Source: an optimization exercise on an open RTL-to-GDS flow (aim: a short achievable clock period). Production flows keep margins and buffers that such runs may drop. Function was checked by simulation only, so behaviour that the tests miss may differ from the original. Power figures rest on the tool's default switching activity, not on a simulated workload.

Setup of pepper:
==> flow/design.v (excerpt) <==
module icache_assoc #(
  parameter int SETS        = 8,
  parameter int WAYS        = 2,
  parameter int BLOCK_WORDS = 2
) (
  input  logic        CLK,
  input  logic        RST,
  input  logic        imemREN,
  input  logic [31:0] imemaddr,
  input  logic        dmemREN,
  input  logic        dmemWEN,
  input  logic        iflush,
  output logic        ihit,
  output logic [31:0] imemload,
  output logic        iREN,
  output logic [31:0] iaddr,
  input  logic        iwait,
  input  logic [31:0] iload,
  output logic [31:0] hit_count,
  output logic [31:0] miss_count
);
export LEC_CHECK = 0
export CAP_MARGIN = 20
export CORE_MARGIN = 2
export CORE_UTILIZATION = 65
export PLACE_DENSITY = 0.75
export SETUP_SLACK_MARGIN = 3.5
export SLEW_MARGIN = 20
create_clock -name core_clock -period 7.0 [get_ports {CLK}]
standard.sh (not shown) runs the stock make flow with config.mk's settings and CLKGATE_MAP_FILE= SYNTH_SCRIPT=/design/flow/synth_recipe.tcl, a recipe that flattens the netlist after the stock synthesis.
==> flow/flow/run.sh <==
#!/bin/bash
set -euo pipefail
here=$(pwd)
bash standard.sh PRE_IO_PLACEMENT_TCL="$here/flow/io.tcl" finish > "$here/standard.log" 2>&1
==> flow/flow/io.tcl <==
# Keep the fetch-path ports (fetch address and control in, hit and
# instruction word out) together on one stretch of the left edge, so the
# tag-compare cone sits next to both its inputs and its outputs.
set da [ord::get_die_area]
set mid [expr {([lindex $da 1] + [lindex $da 3]) / 2.0}]
set lo [expr {int($mid - 45)}]
set hi [expr {int($mid + 45)}]
set crit {}
foreach p [get_ports {imemaddr[*] imemload[*] ihit imemREN dmemREN dmemWEN}] {
  lappend crit [get_full_name $p]
}
set_io_pin_constraint -pin_names $crit -region "left:$lo-$hi"
FAIL pepper @ I/O pin placement: tool exited with error
The following lists how harbor was set up differently from pepper:
==> flow/flow/io.tcl <==
# Keep the fetch-path ports (fetch address and control in, hit and
# instruction word out) together on one stretch of the left edge, so the
# tag-compare cone sits next to both its inputs and its outputs.
set da [ord::get_die_area]
set mid [expr {([lindex $da 1] + [lindex $da 3]) / 2.0}]
set lo [expr {int($mid - 65)}]
set hi [expr {int($mid + 65)}]
set crit {ihit imemREN dmemREN dmemWEN}
for {set i 2} {$i < 32} {incr i} { lappend crit "imemaddr\[$i\]" }
for {set i 0} {$i < 32} {incr i} { lappend crit "imemload\[$i\]" }
set_io_pin_constraint -pin_names $crit -region "left:$lo-$hi"
Notes after the runs:
Looking at the logs for pepper and harbor, the single run that did not finish was pepper.
pepper: PPL-0111 in I/O pin placement -> run aborted
Summary of harbor over pepper: starting density of the core was more or less identical, post-synthesis average cell area was more or less identical, area fraction in compound gates after synthesis was more or less identical.
The horizontal extent of the die on pepper is in line with that on harbor.
Summary of harbor over pepper: share of synthesized cell area in full adder, half adder and majority cells barely changed; netlist area before placement roughly the same.
There was hardly any difference in synthesized cell count between pepper and harbor.
Modified inputs, quartz compared to harbor
Settings: removing PLACE_DENSITY (formerly 0.75); changing CORE_UTILIZATION from 65 to 45.
### Flow results
Largest stage delay on the critical path in quartz is 0.39 ns lower than in harbor. Compared quartz vs harbor, and utilization after layout is down in quartz. On final non-filler cell area: between quartz and harbor, it ends up lower for harbor. Internal cell power, quartz and harbor: smaller value in harbor. quartz vs harbor, non-clock buffer count went down by 3.5%. Re maximum fanout encountered on the critical timing path: quartz is 3 down on harbor. Master of the slowest instance on the critical path = sky130_fd_sc_hd__a22oi_2: quartz; master of the slowest instance on the critical path = sky130_fd_sc_hd__nor4_4: harbor.

---

Another version of the RTL of icache_assoc (not shown whole).
For scale: about 1600 flip-flops, about 200 I/O pins, ~0.063 mm2 of cells after synthesis.
export LEC_CHECK = 0
export CAP_MARGIN = 20
export CORE_MARGIN = 2
export CORE_UTILIZATION = 40
export SETUP_SLACK_MARGIN = 3.5
export SLEW_MARGIN = 20
create_clock -name core_clock -period 7.0 [get_ports {CLK}]
==> flow/flow/io.tcl <==
# Keep the fetch-path ports (fetch address and control in, hit and
# instruction word out) together on one stretch of the left edge, so the
# tag-compare cone sits next to both its inputs and its outputs.
set da [ord::get_die_area]
set mid [expr {([lindex $da 1] + [lindex $da 3]) / 2.0}]
set lo [expr {int($mid - 65)}]
set hi [expr {int($mid + 65)}]
set crit {ihit imemREN dmemREN dmemWEN}
for {set i 2} {$i < 32} {incr i} { lappend crit "imemaddr\[$i\]" }
for {set i 0} {$i < 32} {incr i} { lappend crit "imemload\[$i\]" }
set_io_pin_constraint -pin_names $crit -region "left:$lo-$hi"
Scripts as last shown in full above: flow/flow/run.sh
The baseline ran to the end with no violations.
Then changed:
==> flow/run.sh (new file) <==
#!/bin/bash
# synth_recipe.tcl (not shown) runs the flow's synth.tcl, then flattens the netlist and writes it again
# the make line also repeats each setting of config.mk as NAME=value (left out here)
make -C /OpenROAD-flow-scripts/flow DESIGN_CONFIG=/design/flow/config.mk WORK_HOME=/design/flow/orfs CLKGATE_MAP_FILE= SYNTH_SCRIPT=/design/flow/synth_recipe.tcl finish
removed: flow/flow/run.sh
removed: flow/flow/io.tcl
removed: flow/standard.sh
Outcome:
- design area decreases slightly
- synthesized cell count is unchanged
- die area stays the same
- global-route usage falls by 0.78 points
- clock power rises by a few percent
- routed wire length goes down by a few percent

---

RTL: one of the versions met above, not the one the previous note started from.
Size in the first run: about 1,600 flip-flops, roughly 200 I/O pins, ~64,000 sq um of cells after synthesis.
Settings: LEC_CHECK=0, CAP_MARGIN=20, CORE_MARGIN=2, CORE_UTILIZATION=65, PLACE_DENSITY=0.75, SETUP_SLACK_MARGIN=3.5, SLEW_MARGIN=20; clock period 7.0 ns.
run.sh (not shown) runs the stock make flow with config.mk's settings and CLKGATE_MAP_FILE= SYNTH_SCRIPT=/design/flow/synth_recipe.tcl, a recipe that flattens the netlist after the stock synthesis.
Stock flow here: none of the scripts above is used.
Edit:
--- a/flow/config.mk
+++ b/flow/config.mk
@@ -8,6 +8,5 @@
 export CAP_MARGIN = 20
 export CORE_MARGIN = 2
-export CORE_UTILIZATION = 65
-export PLACE_DENSITY = 0.75
+export CORE_UTILIZATION = 40
 export SETUP_SLACK_MARGIN = 3.5
 export SLEW_MARGIN = 20
What happened:
- clock skew rose by 0.028 ns
- sequential share of layout area decreases by 0.65 points
- final cell count went up by 15%
- hold slack improves by 0.0082 ns
- first-iteration DRC count decreases by 17%
- sequential power hardly moves

---

Another version of the RTL of icache_assoc (not shown whole).
Size: about 6,200 cells after synthesis, about 1,600 flip-flops, roughly 200 I/O pins, ~69,000 sq um of cells after synthesis.
Settings: LEC_CHECK=0, ABC_AREA=1, CAP_MARGIN=20, CORE_MARGIN=2, CORE_UTILIZATION=40, SETUP_SLACK_MARGIN=3.5, SLEW_MARGIN=20; clock period 7.0 ns.
The baseline passed the timing, DRC and antenna checks.
Next try:
ABC_AREA = default   (was 1)
GPL_ROUTABILITY_DRIVEN = 0   (was default)
Worst hold slack loses 0.0047 ns.
Final area is lower by 2.9%.
Clock power fell by 3.2%.
Critical path depth fell by 5.
Die area is lower by 7.7%.
Register-to-register slack is worse by 0.14 ns.
Routed wire length shrinks by 14%.
Maximum frequency went down by 0.77%.
Clock-buffer cell count came out lower by 2.
Via count went down by 20%.
Next try:
CORE_UTILIZATION = 52   (was 40)
GPL_ROUTABILITY_DRIVEN = default   (was 0)
The changed run completed without violations; sequential share of layout area increases by 0.16 points; utilization rose by 16 points; flip-flop and latch count is unchanged; worst setup slack improved by 0.020 ns; die area is lower by 23%; via count stays flat; design area is about the same.

---

== rev 12 ==
icache_assoc, a different RTL version from the one above (not shown whole).
Size: ~1,600 flip-flops, roughly 200 I/O pins, about 0.064 mm² of cells after synthesis.
Settings: LEC_CHECK=0, CAP_MARGIN=20, CORE_MARGIN=2, CORE_UTILIZATION=40, SETUP_SLACK_MARGIN=3.0, SLEW_MARGIN=20, TNS_END_PERCENT=5; clock period 7.0 ns.
Changes in rev 13 relative to rev 12:
Settings: TNS_END_PERCENT removed (was 5); SETUP_SLACK_MARGIN changed from 3.0 to 3.5.
## What came out
Between rev 12 and rev 13, worst setup slack after layout is higher for rev 13, rev 12 comes in under that.
Detailed route, rev 13 vs rev 12: via total higher for rev 13
Looking only at utilization, and setting everything else aside, the higher value of rev 12 and rev 13 goes to rev 13.
Total wirelength of the detailed-routed design came out higher on rev 13 than on rev 12.
Compared with rev 12, rev 13 shows a share of final layout cell area taken by clock buffers and inverters that is 0.40 points lower.
In the reports for rev 12 and rev 13, the smaller part of the power in combinational logic belongs to rev 12.
Rev 13 has completed all stages; timing, DRC and antenna checks passed.
Diff rev 12 -> rev 13: cell-internal power +1.1%, critical path depth shows an increase of 18.
Summary of rev 13 over rev 12: initial antenna violation count down 7, count of cells along the worst register-to-register path now sits higher.

---

The RTL this note starts from:
==> flow/design.v <==
module icache_assoc #(
  parameter int SETS        = 8,
  parameter int WAYS        = 2,
  parameter int BLOCK_WORDS = 2
) (
  input  logic        CLK,
  input  logic        RST,
  input  logic        imemREN,
  input  logic [31:0] imemaddr,
  input  logic        dmemREN,
  input  logic        dmemWEN,
  input  logic        iflush,
  output logic        ihit,
  output logic [31:0] imemload,
  output logic        iREN,
  output logic [31:0] iaddr,
  input  logic        iwait,
  input  logic [31:0] iload,
  output logic [31:0] hit_count,
  output logic [31:0] miss_count
);
  localparam int BO = $clog2(BLOCK_WORDS);
  localparam int IW = $clog2(SETS);
  localparam int TW = 30 - BO - IW;
  localparam int WW = (WAYS > 1) ? $clog2(WAYS) : 1;
  localparam int CW = (BO > 0) ? BO : 1;
  localparam logic [31:0]   OFF_MASK  = 32'(BLOCK_WORDS * 4 - 1);
  localparam logic [CW-1:0] LAST_WORD = CW'(BLOCK_WORDS - 1);
  typedef enum logic {S_LOOKUP = 1'b0, S_FILL = 1'b1} state_t;
  state_t state_q, state_d;
  logic [31:0]     data_mem [SETS][WAYS][BLOCK_WORDS];
  logic [TW-1:0]   tag_mem  [SETS][WAYS];
  logic [SETS-1:0][WAYS-1:0] valid_q, valid_d;
  logic [SETS-1:0][WW-1:0]   ptr_q, ptr_d;
  logic [31:0]   fill_addr_q, fill_addr_d;
  logic [WW-1:0] victim_q, victim_d;
  logic [CW-1:0] word_cnt_q, word_cnt_d;
  logic [31:0]   hit_count_q, hit_count_d;
  logic [31:0]   miss_count_q, miss_count_d;
  logic [IW-1:0] req_idx;
  logic [TW-1:0] req_tag;
  logic [CW-1:0] req_off;
  logic [IW-1:0] fill_idx;
  logic [TW-1:0] fill_tag;
  logic          unused_addr_bits;
  assign req_idx          = imemaddr[BO+2 +: IW];
  assign req_tag          = imemaddr[31 -: TW];
  assign fill_idx         = fill_addr_q[BO+2 +: IW];
  assign fill_tag         = fill_addr_q[31 -: TW];
  assign unused_addr_bits = ^imemaddr[1:0];
  generate
    if (BO > 0) begin : g_off
      assign req_off = imemaddr[2 +: CW];
    end else begin : g_no_off
      assign req_off = '0;
    end
  endgenerate
  logic dmem_busy, lookup_ok, lookup_hit, miss_start, word_take, fill_last, fill_done;
  logic [SETS-1:0] set_sel;
  logic [SETS-1:0][WAYS-1:0] sw_match;
  logic [WAYS-1:0] way_match;
  always_comb begin
    for (int s = 0; s < SETS; s++) begin
      set_sel[s] = (req_idx == IW'(s));
      for (int w = 0; w < WAYS; w++)
        sw_match[s][w] = valid_q[s][w] && (tag_mem[s][w] == req_tag);
    end
    for (int w = 0; w < WAYS; w++) begin
      way_match[w] = 1'b0;
      for (int s = 0; s < SETS; s++)
        way_match[w] = way_match[w] | (set_sel[s] & sw_match[s][w]);
    end
  end
  logic [SETS-1:0][WAYS-1:0][31:0] sw_word;
  always_comb begin
    for (int s = 0; s < SETS; s++)
      for (int w = 0; w < WAYS; w++)
        sw_word[s][w] = data_mem[s][w][req_off] & {32{lookup_ok}};
  end
  logic [WW-1:0] victim_sel;
  always_comb begin
    victim_sel = ptr_q[req_idx];
    for (int w = WAYS - 1; w >= 0; w--)
      if (!valid_q[req_idx][w]) victim_sel = WW'(w);
  end
  assign dmem_busy  = dmemREN | dmemWEN;
  assign lookup_ok  = (state_q == S_LOOKUP) && imemREN && !dmem_busy;
  assign lookup_hit = lookup_ok && (|way_match);
  assign miss_start = lookup_ok && !(|way_match) && !iflush;
  assign word_take  = (state_q == S_FILL) && !iwait;
  assign fill_last  = word_take && (word_cnt_q == LAST_WORD);
  assign fill_done  = fill_last && !iflush;
  logic [SETS-1:0][WAYS-1:0] sw_hit;
  always_comb begin
    for (int s = 0; s < SETS; s++)
      for (int w = 0; w < WAYS; w++)
        sw_hit[s][w] = set_sel[s] & sw_match[s][w];
  end
  always_ff @(posedge CLK or posedge RST) begin
    if (RST) state_q <= S_LOOKUP;
    else     state_q <= state_d;
  end
  always_comb begin
    state_d = state_q;
    case (state_q)
      S_LOOKUP: if (miss_start) state_d = S_FILL;
      S_FILL:   if (iflush || fill_last) state_d = S_LOOKUP;
    endcase
  end
  always_comb begin
    ihit     = lookup_hit;
    imemload = '0;
    for (int s = 0; s < SETS; s++)
      for (int w = 0; w < WAYS; w++)
        imemload = imemload | ({32{sw_hit[s][w]}} & sw_word[s][w]);
    iREN     = (state_q == S_FILL);
    iaddr    = (state_q == S_FILL) ? (fill_addr_q | (32'(word_cnt_q) << 2)) : 32'd0;
  end
  always_comb begin
    valid_d      = valid_q;
    ptr_d        = ptr_q;
    fill_addr_d  = fill_addr_q;
    victim_d     = victim_q;
    word_cnt_d   = word_cnt_q;
    hit_count_d  = hit_count_q;
    miss_count_d = miss_count_q;
    if (state_q == S_LOOKUP) begin
      fill_addr_d = imemaddr & ~OFF_MASK;
      victim_d    = victim_sel;
      word_cnt_d  = '0;
    end
    if (state_q == S_FILL) valid_d[fill_idx][victim_q] = 1'b0;
    if (word_take) word_cnt_d = word_cnt_q + 1'b1;
    if (fill_done) begin
      valid_d[fill_idx][victim_q] = 1'b1;
      ptr_d[fill_idx] = (WAYS > 1) ? ptr_q[fill_idx] + 1'b1 : '0;
    end
    if (iflush) begin
      for (int s = 0; s < SETS; s++) begin
        valid_d[s] = '0;
        ptr_d[s]   = '0;
      end
    end
    if (lookup_hit && (hit_count_q != 32'hFFFF_FFFF)) hit_count_d = hit_count_q + 32'd1;
    if (miss_start && (miss_count_q != 32'hFFFF_FFFF)) miss_count_d = miss_count_q + 32'd1;
  end
  always_ff @(posedge CLK or posedge RST) begin
    if (RST) begin
      for (int s = 0; s < SETS; s++) begin
        valid_q[s] <= '0;
        ptr_q[s]   <= '0;
      end
      fill_addr_q  <= '0;
      victim_q     <= '0;
      word_cnt_q   <= '0;
      hit_count_q  <= '0;
      miss_count_q <= '0;
    end else begin
      valid_q      <= valid_d;
      ptr_q        <= ptr_d;
      fill_addr_q  <= fill_addr_d;
      victim_q     <= victim_d;
      word_cnt_q   <= word_cnt_d;
      hit_count_q  <= hit_count_d;
      miss_count_q <= miss_count_d;
    end
  end
  always_ff @(posedge CLK) begin
    if (word_take) data_mem[fill_idx][victim_q][word_cnt_q] <= iload;
    if (fill_done) tag_mem[fill_idx][victim_q] <= fill_tag;
  end
  assign hit_count  = hit_count_q;
  assign miss_count = miss_count_q;
endmodule
==> flow/config.mk <==
export PLATFORM = sky130hd
export DESIGN_NAME = icache_assoc
export DESIGN_NICKNAME = icache_assoc
export VERILOG_FILES = /design/flow/design.v
export SDC_FILE = /design/flow/constraint.sdc
export NUM_CORES = 4
export LEC_CHECK = 0
export CAP_MARGIN = 20
export CORE_MARGIN = 2
export CORE_UTILIZATION = 40
export SETUP_SLACK_MARGIN = 3.5
export SLEW_MARGIN = 20
==> flow/constraint.sdc <==
create_clock -name core_clock -period 7.0 [get_ports {CLK}]
set_input_delay 1.4000 -clock core_clock [delete_from_list [all_inputs] [get_ports {CLK}]]
set_output_delay 1.4000 -clock core_clock [all_outputs]
set_load 0.01 [all_outputs]
standard.sh (not shown) runs the stock make flow with config.mk's settings and CLKGATE_MAP_FILE= SYNTH_SCRIPT=/design/flow/synth_recipe.tcl, a recipe that flattens the netlist after the stock synthesis.
==> flow/flow/run.sh <==
#!/bin/bash
set -euo pipefail
here=$(pwd)
bash standard.sh PRE_IO_PLACEMENT_TCL="$here/flow/io.tcl" "GLOBAL_PLACEMENT_ARGS=-timing_driven_net_weight_max 8 -timing_driven_nets_percentage 5" finish > "$here/standard.log" 2>&1
==> flow/flow/io.tcl <==
# Keep the fetch-path ports (fetch address and control in, hit and
# instruction word out) together on one stretch of the left edge, so the
# tag-compare cone sits next to both its inputs and its outputs.
set da [ord::get_die_area]
set mid [expr {([lindex $da 1] + [lindex $da 3]) / 2.0}]
set lo [expr {int($mid - 65)}]
set hi [expr {int($mid + 65)}]
set crit {ihit imemREN dmemREN dmemWEN}
for {set i 2} {$i < 32} {incr i} { lappend crit "imemaddr\[$i\]" }
for {set i 0} {$i < 32} {incr i} { lappend crit "imemload\[$i\]" }
set_io_pin_constraint -pin_names $crit -region "left:$lo-$hi"
Change:
==> flow/run.sh (new file) <==
#!/bin/bash
# synth_recipe.tcl (not shown) runs the flow's synth.tcl, then flattens the netlist and writes it again
# the make line also repeats each setting of config.mk as NAME=value (left out here)
make -C /OpenROAD-flow-scripts/flow DESIGN_CONFIG=/design/flow/config.mk WORK_HOME=/design/flow/orfs CLKGATE_MAP_FILE= SYNTH_SCRIPT=/design/flow/synth_recipe.tcl finish
Settings changed: CAP_MARGIN 20 to 10, SLEW_MARGIN 20 to 10.
removed: flow/flow/run.sh
removed: flow/flow/io.tcl
removed: flow/standard.sh
Outcome:
- power went up slightly
- cell area stays flat
- critical path depth does not change
- global-route usage is higher by 0.19 points
- setup slack improves by 0.14 ns
- wire length is lower slightly
- worst hold slack hardly moves
- clock-buffer cell count went up by 11
- area after synthesis stays the same
- first-iteration DRC count fell by roughly a tenth
- utilization increases by 0.12 points

==> port drivers added, routing unchanged <==
Ports are ideal in the flow. The routed layouts listed here were re-timed in OpenROAD. Step 1 assumes that a clkbuf_16 drives the clock port and a buf_2 every other input. Step 2 times the ports against the registers' clock, not the clock port: input delays grow and output delays shrink by t, the midpoint of the rising clock arrivals with the driver on. Slacks: ideal / step 1 / step 2; pairs: ideal / step 1.
run	shift t [ns]	slack for setup (ns)	slew at the worst register clock pin (ns)	worst slew at a driven data input, ns
harbor	0.859	1.014 / 0.786 / 0.786	0.07 / 0.07	0.29
quartz	0.878	1.599 / 1.447 / 1.447	0.07 / 0.07	0.25
the first run of note 2	0.865	1.641 / 1.454 / 1.454	0.07 / 0.07	0.25
the second run of note 2	0.855	1.618 / 1.585 / 1.585	0.06 / 0.06	0.15
the first run of note 3	0.850	1.442 / 1.411 / 1.411	0.07 / 0.07	0.20
the second run of note 3	0.865	1.753 / 1.665 / 1.665	0.07 / 0.07	0.35
the first run of note 4	0.895	1.751 / 1.667 / 1.667	0.07 / 0.07	0.19
the second run of note 4	0.875	1.711 / 1.638 / 1.638	0.07 / 0.07	0.20
the third run of note 4	0.865	1.731 / 1.659 / 1.659	0.07 / 0.07	0.15
rev 12	0.886	1.619 / 1.569 / 0.875	0.07 / 0.07	0.13
rev 13	0.883	1.630 / 1.573 / 0.777	0.06 / 0.06	0.21
the first run of note 6	0.867	1.568 / 1.545 / 1.545	0.07 / 0.07	0.26
the second run of note 6	0.878	1.706 / 1.666 / 1.666	0.07 / 0.07	0.19
After both steps every run listed still meets setup and hold. For rev 13, which loses most, drivers alone change the setup slack by -0.057 ns; drivers and shift together by -0.853 ns.
